This design comes from an exercise in tuning for small area, a short achievable clock period and few clock cycles on the open sky130 flow, not from production work.
Only simulation tests tie the RTL to the original design; equivalence was not proved.

==> branch raven <==
## vblank_rate_monitor
module vblank_rate_monitor
(
    input  logic        clk,
    input  logic        rst_n,
    input  logic        in_valid,
    output logic        in_stall,
    input  logic        in_req_type,
    input  logic [63:0] in_vblank_seq,
    input  logic [63:0] in_vblank_time_ns,
    input  logic [62:0] in_host_time_ns,
    output logic        out_valid,
    input  logic        out_stall,
    output logic [30:0] out_seq_advance,
    output logic [63:0] out_corrected_time_ns,
    output logic [2:0]  out_verdict,
    output logic [31:0] out_measured_rate_q,
    output logic        out_streak_warning,
    input  logic        cfg_we,
    input  logic [2:0]  cfg_index,
    input  logic [39:0] cfg_data
);
    localparam logic [21:0] C_NS = 22'd3906250;    
    localparam logic [15:0] K1 = 16'd15625;       
    localparam logic [15:0] K2 = 16'd31250;
    localparam logic [15:0] K3 = 16'd46875;
    localparam logic [1:0] S_IDLE = 2'd0;
    localparam logic [1:0] S_MUL  = 2'd1;
    localparam logic [1:0] S_DIV  = 2'd2;
    localparam logic [1:0] S_FIN  = 2'd3;
    logic [31:0] clock_rate_q;
    logic [39:0] window_ns;
    logic [19:0] mismatch_min_ppm;
    logic [19:0] mismatch_max_ppm;
    logic [19:0] agree_ppm;
    logic [29:0] max_slew_ns;
    always_ff @(posedge clk or negedge rst_n)
    begin
        if (!rst_n)
        begin
            clock_rate_q     <= 32'd0;
            window_ns        <= 40'd5000000000;
            mismatch_min_ppm <= 20'd300;
            mismatch_max_ppm <= 20'd5000;
            agree_ppm        <= 20'd100;
            max_slew_ns      <= 30'd1000000;
        end
        else if (cfg_we)
        begin
            case (cfg_index)
                3'd0: clock_rate_q     <= cfg_data[31:0];
                3'd1: window_ns        <= cfg_data[39:0];
                3'd2: mismatch_min_ppm <= cfg_data[19:0];
                3'd3: mismatch_max_ppm <= cfg_data[19:0];
                3'd4: agree_ppm        <= cfg_data[19:0];
                3'd5: max_slew_ns      <= cfg_data[29:0];
                default:
                begin
                end
            endcase
  ...
make LEC_CHECK=0 CAP_MARGIN=20 CORE_MARGIN=2 CORE_UTILIZATION=40 SETUP_SLACK_MARGIN=3 SLEW_MARGIN=20 finish   # period 12.0 ns
run.sh (not shown) runs the stock make flow with config.mk's settings and CLKGATE_MAP_FILE= SYNTH_SCRIPT=/design/flow/synth_recipe.tcl, a recipe that flattens the netlist after the stock synthesis.
==> branch amber: changes against branch raven <==
--- a/flow/design.v
+++ b/flow/design.v
@@ -128,13 +128,13 @@
     input  logic        cfg_we,
     input  logic [2:0]  cfg_index,
     input  logic [39:0] cfg_data
 );
     localparam logic [21:0] C_NS = 22'd3906250;    
-    localparam logic [15:0] K1 = 16'd15625;       
-    localparam logic [15:0] K2 = 16'd31250;
-    localparam logic [15:0] K3 = 16'd46875;
+    localparam logic [21:0] PPM1 = 22'd1000000;
+    localparam logic [21:0] PPM2 = 22'd2000000;
+    localparam logic [21:0] PPM3 = 22'd3000000;
     localparam logic [1:0] S_IDLE = 2'd0;
     localparam logic [1:0] S_MUL  = 2'd1;
     localparam logic [1:0] S_DIV  = 2'd2;
     localparam logic [1:0] S_FIN  = 2'd3;
     logic [31:0] clock_rate_q;
@@ -204,11 +204,11 @@
     logic [32:0] t_max;
     logic        out_free;
     logic        consume;
     logic [63:0] hv_in;
     assign out_free = !out_valid_r || !out_stall;
-    assign in_stall = (state != S_IDLE) || adj_r || !out_free || pj_cfg;
+    assign in_stall = (state != S_IDLE) || !out_free || pj_cfg;
     assign consume  = in_valid && !in_stall;
     assign ir_type = in_req_type;
     assign ir_seq  = in_vblank_seq;
     assign ir_vt   = in_vblank_time_ns;
     assign ir_hv   = hv_in;
@@ -220,13 +220,17 @@
     logic [63:0] d;
     logic        d_pos_big;
     logic        d_neg_big;
     logic        lo_gt;
     logic        lo_c;
-    logic        adj_r;
-    logic        adj_neg;
-    logic [63:0] cor_sum;
+    logic [29:0] off_lp;
+    logic        off_lpc;
+    logic [29:0] off_lm;
+    logic        off_lmc;
+    logic [63:0] off_p;
+    logic [63:0] off_m;
+    logic [63:0] off_new;
     logic [63:0] adv_full;
     logic [63:0] dt;
     logic [63:0] n_full;
     logic [39:0] win;
     logic        dt_ge_win;
@@ -245,10 +249,23 @@
     vrm_add #(64) u_d    (.a(d_s), .b({d_c[62:0], 1'b1}), .ci(1'b1), .s(d), .co());
     assign lo_gt = (d[29:0] > max_slew_ns);
     vrm_add #(30) u_lo (.a(d[29:0]), .b(max_slew_ns), .ci(1'b0), .s(), .co(lo_c));
     assign d_pos_big = !d[63] && ((|d[62:30]) || lo_gt);
     assign d_neg_big = d[63] && !(lo_c && (&d[62:30]));
+    vrm_add #(30) u_olp (.a(offset[29:0]), .b(max_slew_ns), .ci(1'b0), .s(off_lp), .co(off_lpc));
+    vrm_add #(30) u_olm (.a(offset[29:0]), .b(~max_slew_ns), .ci(1'b1), .s(off_lm), .co(off_lmc));
+    assign off_p = {offset[63:30] + {33'b0, off_lpc}, off_lp};
+    assign off_m = {offset[63:30] - {33'b0, !off_lmc}, off_lm};
+    always_comb
+    begin
+        if (d_pos_big)
+            off_new = off_p;
+        else if (d_neg_big)
+            off_new = off_m;
+        else
+            off_new = ir_hv;
+    end
     vrm_add #(64) u_adv (.a(ir_seq), .b(~last_seq), .ci(1'b1), .s(adv_full), .co());
     logic        vt_ge_at;
     vrm_add #(64) u_dt  (.a(ir_vt), .b(~anchor_time), .ci(1'b1), .s(dt), .co(vt_ge_at));
     vrm_add #(64) u_n   (.a(ir_seq), .b(~anchor_seq), .ci(1'b1), .s(n_full), .co());
     assign win       = (window_ns == 40'd0) ? 40'd1 : window_ns;
@@ -338,27 +355,19 @@
         begin
             state        <= S_IDLE;
             running      <= 1'b0;
             last_seq     <= 64'd0;
             offset       <= 64'd0;
-            adj_r        <= 1'b0;
             anchor_valid <= 1'b0;
             pending      <= 32'd0;
             streak       <= 8'd0;
             out_valid_r  <= 1'b0;
         end
         else
         begin
             if (!out_stall)
                 out_valid_r <= 1'b0;
-            if (adj_r)
-            begin
-                adj_r  <= 1'b0;
-                offset <= cor_sum;
-                if (state == S_IDLE)
-                    out_valid_r <= 1'b1;
-            end
             case (state)
                 S_IDLE:
                 begin
                     if (consume && is_setup)
                     begin
@@ -368,18 +377,16 @@
                         anchor_valid <= 1'b0;
                         pending      <= 32'd0;
                     end
                     else if (take)
                     begin
-                        if (!d_pos_big && !d_neg_big)
-                            offset <= ir_hv;
-                        adj_r        <= d_pos_big || d_neg_big;
+                        offset       <= off_new;
                         last_seq     <= ir_seq;
                         anchor_valid <= 1'b1;
                         if (closes)
                             state <= fast_n ? S_DIV : S_MUL;
-                        else if (!d_pos_big && !d_neg_big)
+                        else
                             out_valid_r <= 1'b1;
                     end
                 end
                 S_MUL:
                 begin
@@ -431,11 +438,10 @@
             begin
                 if (take)
                 begin
                     adv_r     <= (|adv_full[63:31]) ? 31'h7FFF_FFFF : adv_full[30:0];
                     cor_r     <= ir_vt;
-                    adj_neg   <= d_neg_big;
                     verdict_r <= 3'd0;
                     warn_r    <= 1'b0;
                     rate_on   <= 1'b0;
                     if (!anchor_valid)
                     begin
@@ -504,76 +510,66 @@
     logic        pj_ld;        
     logic        pj_fold;      
     logic [31:0] pj_opr;
     logic [3:0]  pj_v;
     logic [19:0] pj_m;
-    logic [7:0]  pj_s1;
-    logic [15:0] pj_t1;
+    logic [21:0] pj_t1;
     logic [1:0]  pj_k1;
-    logic [13:0] pj_h1;
     logic [19:0] pj_r1;
-    logic [7:0]  pj_s2;
-    logic [15:0] pj_t2;
+    logic [21:0] pj_t2;
     logic [1:0]  pj_k2;
-    logic [13:0] pj_h2;
     logic [19:0] pj_r2;
     logic [32:0] pj_qf;
     always_comb
     begin
         case (pj_job)
             2'd0:    pj_m = mismatch_min_ppm;
             2'd1:    pj_m = mismatch_max_ppm;
             default: pj_m = agree_ppm;
         endcase
-        pj_s1  = {1'b0, pj_r[5:0], 1'b0} + (pj_opr[31] ? {2'b0, pj_m[5:0]} : 8'd0);
-        pj_t1  = {1'b0, pj_r[19:6], 1'b0} + (pj_opr[31] ? {2'b0, pj_m[19:6]} : 16'd0)
-               + {14'b0, pj_s1[7:6]};
-        if (pj_t1 >= K3)
+        pj_t1 = {1'b0, pj_r, 1'b0} + (pj_opr[31] ? {2'b0, pj_m} : 22'd0);
+        if (pj_t1 >= PPM3)
         begin
             pj_k1 = 2'd3;
-            pj_h1 = 14'(pj_t1 - K3);
+            pj_r1 = 20'(pj_t1 - PPM3);
         end
-        else if (pj_t1 >= K2)
+        else if (pj_t1 >= PPM2)
         begin
             pj_k1 = 2'd2;
-            pj_h1 = 14'(pj_t1 - K2);
+            pj_r1 = 20'(pj_t1 - PPM2);
         end
-        else if (pj_t1 >= K1)
+        else if (pj_t1 >= PPM1)
         begin
             pj_k1 = 2'd1;
-            pj_h1 = 14'(pj_t1 - K1);
+            pj_r1 = 20'(pj_t1 - PPM1);
         end
         else
         begin
             pj_k1 = 2'd0;
-            pj_h1 = pj_t1[13:0];
+            pj_r1 = pj_t1[19:0];
         end
-        pj_r1 = {pj_h1, pj_s1[5:0]};
-        pj_s2  = {1'b0, pj_r1[5:0], 1'b0} + (pj_opr[30] ? {2'b0, pj_m[5:0]} : 8'd0);
-        pj_t2  = {1'b0, pj_r1[19:6], 1'b0} + (pj_opr[30] ? {2'b0, pj_m[19:6]} : 16'd0)
-               + {14'b0, pj_s2[7:6]};
-        if (pj_t2 >= K3)
+        pj_t2 = {1'b0, pj_r1, 1'b0} + (pj_opr[30] ? {2'b0, pj_m} : 22'd0);
+        if (pj_t2 >= PPM3)
         begin
             pj_k2 = 2'd3;
-            pj_h2 = 14'(pj_t2 - K3);
+            pj_r2 = 20'(pj_t2 - PPM3);
         end
-        else if (pj_t2 >= K2)
+        else if (pj_t2 >= PPM2)
         begin
             pj_k2 = 2'd2;
-            pj_h2 = 14'(pj_t2 - K2);
+            pj_r2 = 20'(pj_t2 - PPM2);
         end
-        else if (pj_t2 >= K1)
+        else if (pj_t2 >= PPM1)
         begin
             pj_k2 = 2'd1;
-            pj_h2 = 14'(pj_t2 - K1);
+            pj_r2 = 20'(pj_t2 - PPM1);
         end
         else
         begin
             pj_k2 = 2'd0;
-            pj_h2 = pj_t2[13:0];
+            pj_r2 = pj_t2[19:0];
         end
-        pj_r2 = {pj_h2, pj_s2[5:0]};
         pj_qf = {pj_q[30:0], 2'b0} + {29'b0, pj_v};
     end
     logic pj_step;
     assign pj_step = pj_busy && !pj_ld && !pj_fold;
     always_ff @(posedge clk or negedge rst_n)
@@ -655,13 +651,11 @@
             pj_opr <= {pj_opr[29:0], 2'b0};
         end
     end
     assign out_valid             = out_valid_r;
     assign out_seq_advance       = adv_r;
-    vrm_add #(64) u_cor (.a(adj_r ? (adj_neg ? ~{34'b0, max_slew_ns} : {34'b0, max_slew_ns}) : cor_r),
-                         .b(offset), .ci(adj_r && adj_neg), .s(cor_sum), .co());
-    assign out_corrected_time_ns = cor_sum;
+    vrm_add #(64) u_cor (.a(cor_r), .b(offset), .ci(1'b0), .s(out_corrected_time_ns), .co());
     assign out_verdict           = verdict_r;
     assign out_measured_rate_q   = rate_on ? q_r : 32'd0;
     assign out_streak_warning    = warn_r;
 endmodule
 `default_nettype wire
==> branch zinc: changes against branch raven <==
--- a/flow/design.v
+++ b/flow/design.v
@@ -265,10 +265,12 @@
     assign e_cy = (e_a & e_b) | (e_a & e_c) | (e_b & e_c);
     vrm_add #(66) u_e (.a(e_s), .b({e_cy[64:0], 1'b1}), .ci(1'b1), .s(e), .co());
     assign dt_ge_win = vt_ge_at ? !e[65] : !(e[65] && !e[64]);
     assign closes    = anchor_valid && dt_ge_win;
     assign fast_n    = (n_full[63:8] == 56'd0);
+    logic [7:0] n_lo;
+    assign n_lo = ir_seq[7:0] - anchor_seq[7:0];
     assign prod0     = chunk_p;
     logic [7:0]  chunk;
     logic [29:0] chunk_p;
     logic [21:0] acc_mid;
     logic        acc_c;
@@ -276,11 +278,11 @@
     logic [63:0] acc_next;
     logic        ovf_next;
     always_comb
     begin
         case ((state == S_MUL) ? chunk_r : 3'd6)
-            3'd6:    chunk = n_full[7:0];
+            3'd6:    chunk = n_lo;
             3'd5:    chunk = anchor_seq[47:40];
             3'd4:    chunk = anchor_seq[39:32];
             3'd3:    chunk = anchor_seq[31:24];
             3'd2:    chunk = anchor_seq[23:16];
             3'd1:    chunk = anchor_seq[15:8];
@@ -321,15 +323,19 @@
     logic        fin_cmp;
     logic        fin_cand;
     assign rate = q_r;
     vrm_add #(33) u_dc (.a({1'b0, rate}), .b(~{1'b0, clock_rate_q}), .ci(1'b1), .s(dc), .co());
     vrm_add #(33) u_dp (.a({1'b0, rate}), .b(~{1'b0, pending}), .ci(1'b1), .s(dp), .co());
-    assign xc = dc[32] ? (~dc[31:0] + 32'd1) : dc[31:0];
-    assign xp = dp[32] ? (~dp[31:0] + 32'd1) : dp[31:0];
-    assign discard = {1'b0, xc} > t_max;
-    assign in_band = {1'b0, xc} <= t_min;
-    assign agree   = ({1'b0, xp} < pj_q) || (({1'b0, xp} == pj_q) && (pj_r != 20'd0));
+    logic [32:0] pj_qm1;
+    assign xc = dc[32] ? ~dc[31:0] : dc[31:0];
+    assign xp = dp[32] ? ~dp[31:0] : dp[31:0];
+    assign pj_qm1  = pj_q - 33'd1;
+    assign discard = dc[32] ? ({1'b0, xc} >= t_max) : ({1'b0, xc} > t_max);
+    assign in_band = dc[32] ? ({1'b0, xc} < t_min) : ({1'b0, xc} <= t_min);
+    assign agree   = dp[32] ? ((pj_q != 33'd0)
+                               && (({1'b0, xp} < pj_qm1) || (({1'b0, xp} == pj_qm1) && (pj_r != 20'd0))))
+                            : (({1'b0, xp} < pj_q) || (({1'b0, xp} == pj_q) && (pj_r != 20'd0)));
     assign streak_inc = (streak == 8'hFF) ? streak : streak + 8'd1;
     assign fin_go   = (state == S_FIN) && !pj_busy && out_free;
     assign fin_cmp  = fin_go && (clock_rate_q != 32'd0);
     assign fin_cand = fin_cmp && !discard && !in_band && ((pending == 32'd0) || !agree);
     always_ff @(posedge clk or negedge rst_n)
--- a/flow/config.mk
+++ b/flow/config.mk
@@ -5,8 +5,8 @@
 export SDC_FILE = /design/flow/constraint.sdc
 export NUM_CORES = 4
 export LEC_CHECK = 0
 export CAP_MARGIN = 20
 export CORE_MARGIN = 2
-export CORE_UTILIZATION = 40
+export CORE_UTILIZATION = 55
 export SETUP_SLACK_MARGIN = 3
 export SLEW_MARGIN = 20
==> summary.txt <==
In branch amber the die area is larger than in branch zinc, by 40%.
Critical path depth: branch zinc < branch raven < branch amber.
In branch zinc the setup slack is better than in branch raven, by 0.12 ns.
Clock skew: branch amber > branch raven > branch zinc.
The highest synthesized area belongs to branch amber, the lowest to branch raven.
In branch zinc the flip-flop and latch count is higher than in branch amber, by 2.
Between branch zinc and branch amber, the lower global-route usage is in branch amber (gap 7.5 points).
==> figures <==
Slowest cell delay on critical path: branch zinc 0.54 ns; branch raven 0.57 ns; branch amber 0.51 ns
Filler instances: branch zinc 12600; branch raven 18900; branch amber 19900
Worst path buffer plus inverter count: branch zinc 9; branch raven 8; branch amber 7
GR Layer Usage met1: branch zinc 0.467; branch raven 0.324; branch amber 0.346
Capture point of the worst path: branch zinc rem_r[34]$_DFFE_PP_; branch raven rem_r[54]$_DFFE_PP_; branch amber rem_r[62]$_DFFE_PP_
Number of instances in the placed design: branch zinc 11000; branch raven 11500; branch amber 12200
Via count: branch zinc 68300; branch raven 67200; branch amber 72400
Initial antenna violation count: branch zinc 13; branch raven 32; branch amber 18
Worst hold slack across all endpoints: branch zinc 0.487 ns; branch raven 0.481 ns; branch amber 0.480 ns
Final worst path period need: branch zinc 10.25 ns; branch raven 10.37 ns; branch amber 10.76 ns
Result of the run: branch zinc complete, no violations; branch raven complete, no violations; branch amber complete, no violations
Non-clk buf share: branch zinc 0.0641; branch raven 0.0620; branch amber 0.0684
Count of cell instances traversed by the critical path: branch zinc 42; branch raven 47; branch amber 48
Testbench counts of branch raven, summed over its fixed seeds: cycles 18,116.
Testbench counts of branch amber, summed over its fixed seeds: cycles 18,040.
Testbench counts of branch zinc, summed over its fixed seeds: cycles 18,116.

-- separate check: timing with driven ports --
In the flow no input, the clock included, has a driving cell. The finished layouts below were timed again as built, in two steps.
Step 1 (the two cells are an assumption about what drives the block):
set clk [get_ports {clk}]
set_driving_cell -lib_cell sky130_fd_sc_hd__clkbuf_16 $clk
set_driving_cell -lib_cell sky130_fd_sc_hd__buf_2 [delete_from_list [all_inputs] $clk]
Step 2 moves the port delays by t, midway between the first and last clock arrival at a register: inputs arrive t later, outputs are due t later. That takes back most of the time a late clock gives input paths.
a / b / c = no drivers / after step 1 / after step 2; a / b = the first two.
| run | t (ns) | setup slack, ns | worst hold slack (ns) | latest minus earliest clock arrival (ns) | cell pins on the clock port's net |
|---|---|---|---|---|---|
| branch raven | 0.834 | 1.631 / 1.633 / 0.799 | 0.481 / 0.481 / 0.481 | 0.062 / 0.061 | 1 |
| branch amber | 0.847 | 1.241 / 1.293 / 0.446 | 0.480 / 0.480 / 0.480 | 0.105 / 0.105 | 1 |
| branch zinc | 0.807 | 1.746 / 1.764 / 0.957 | 0.487 / 0.487 / 0.487 | 0.037 / 0.038 | 1 |
After both steps setup and hold are still met in every run listed. The setup slack of branch raven, which loses most, moves by +0.002 ns with the drivers and by -0.832 ns with both steps.
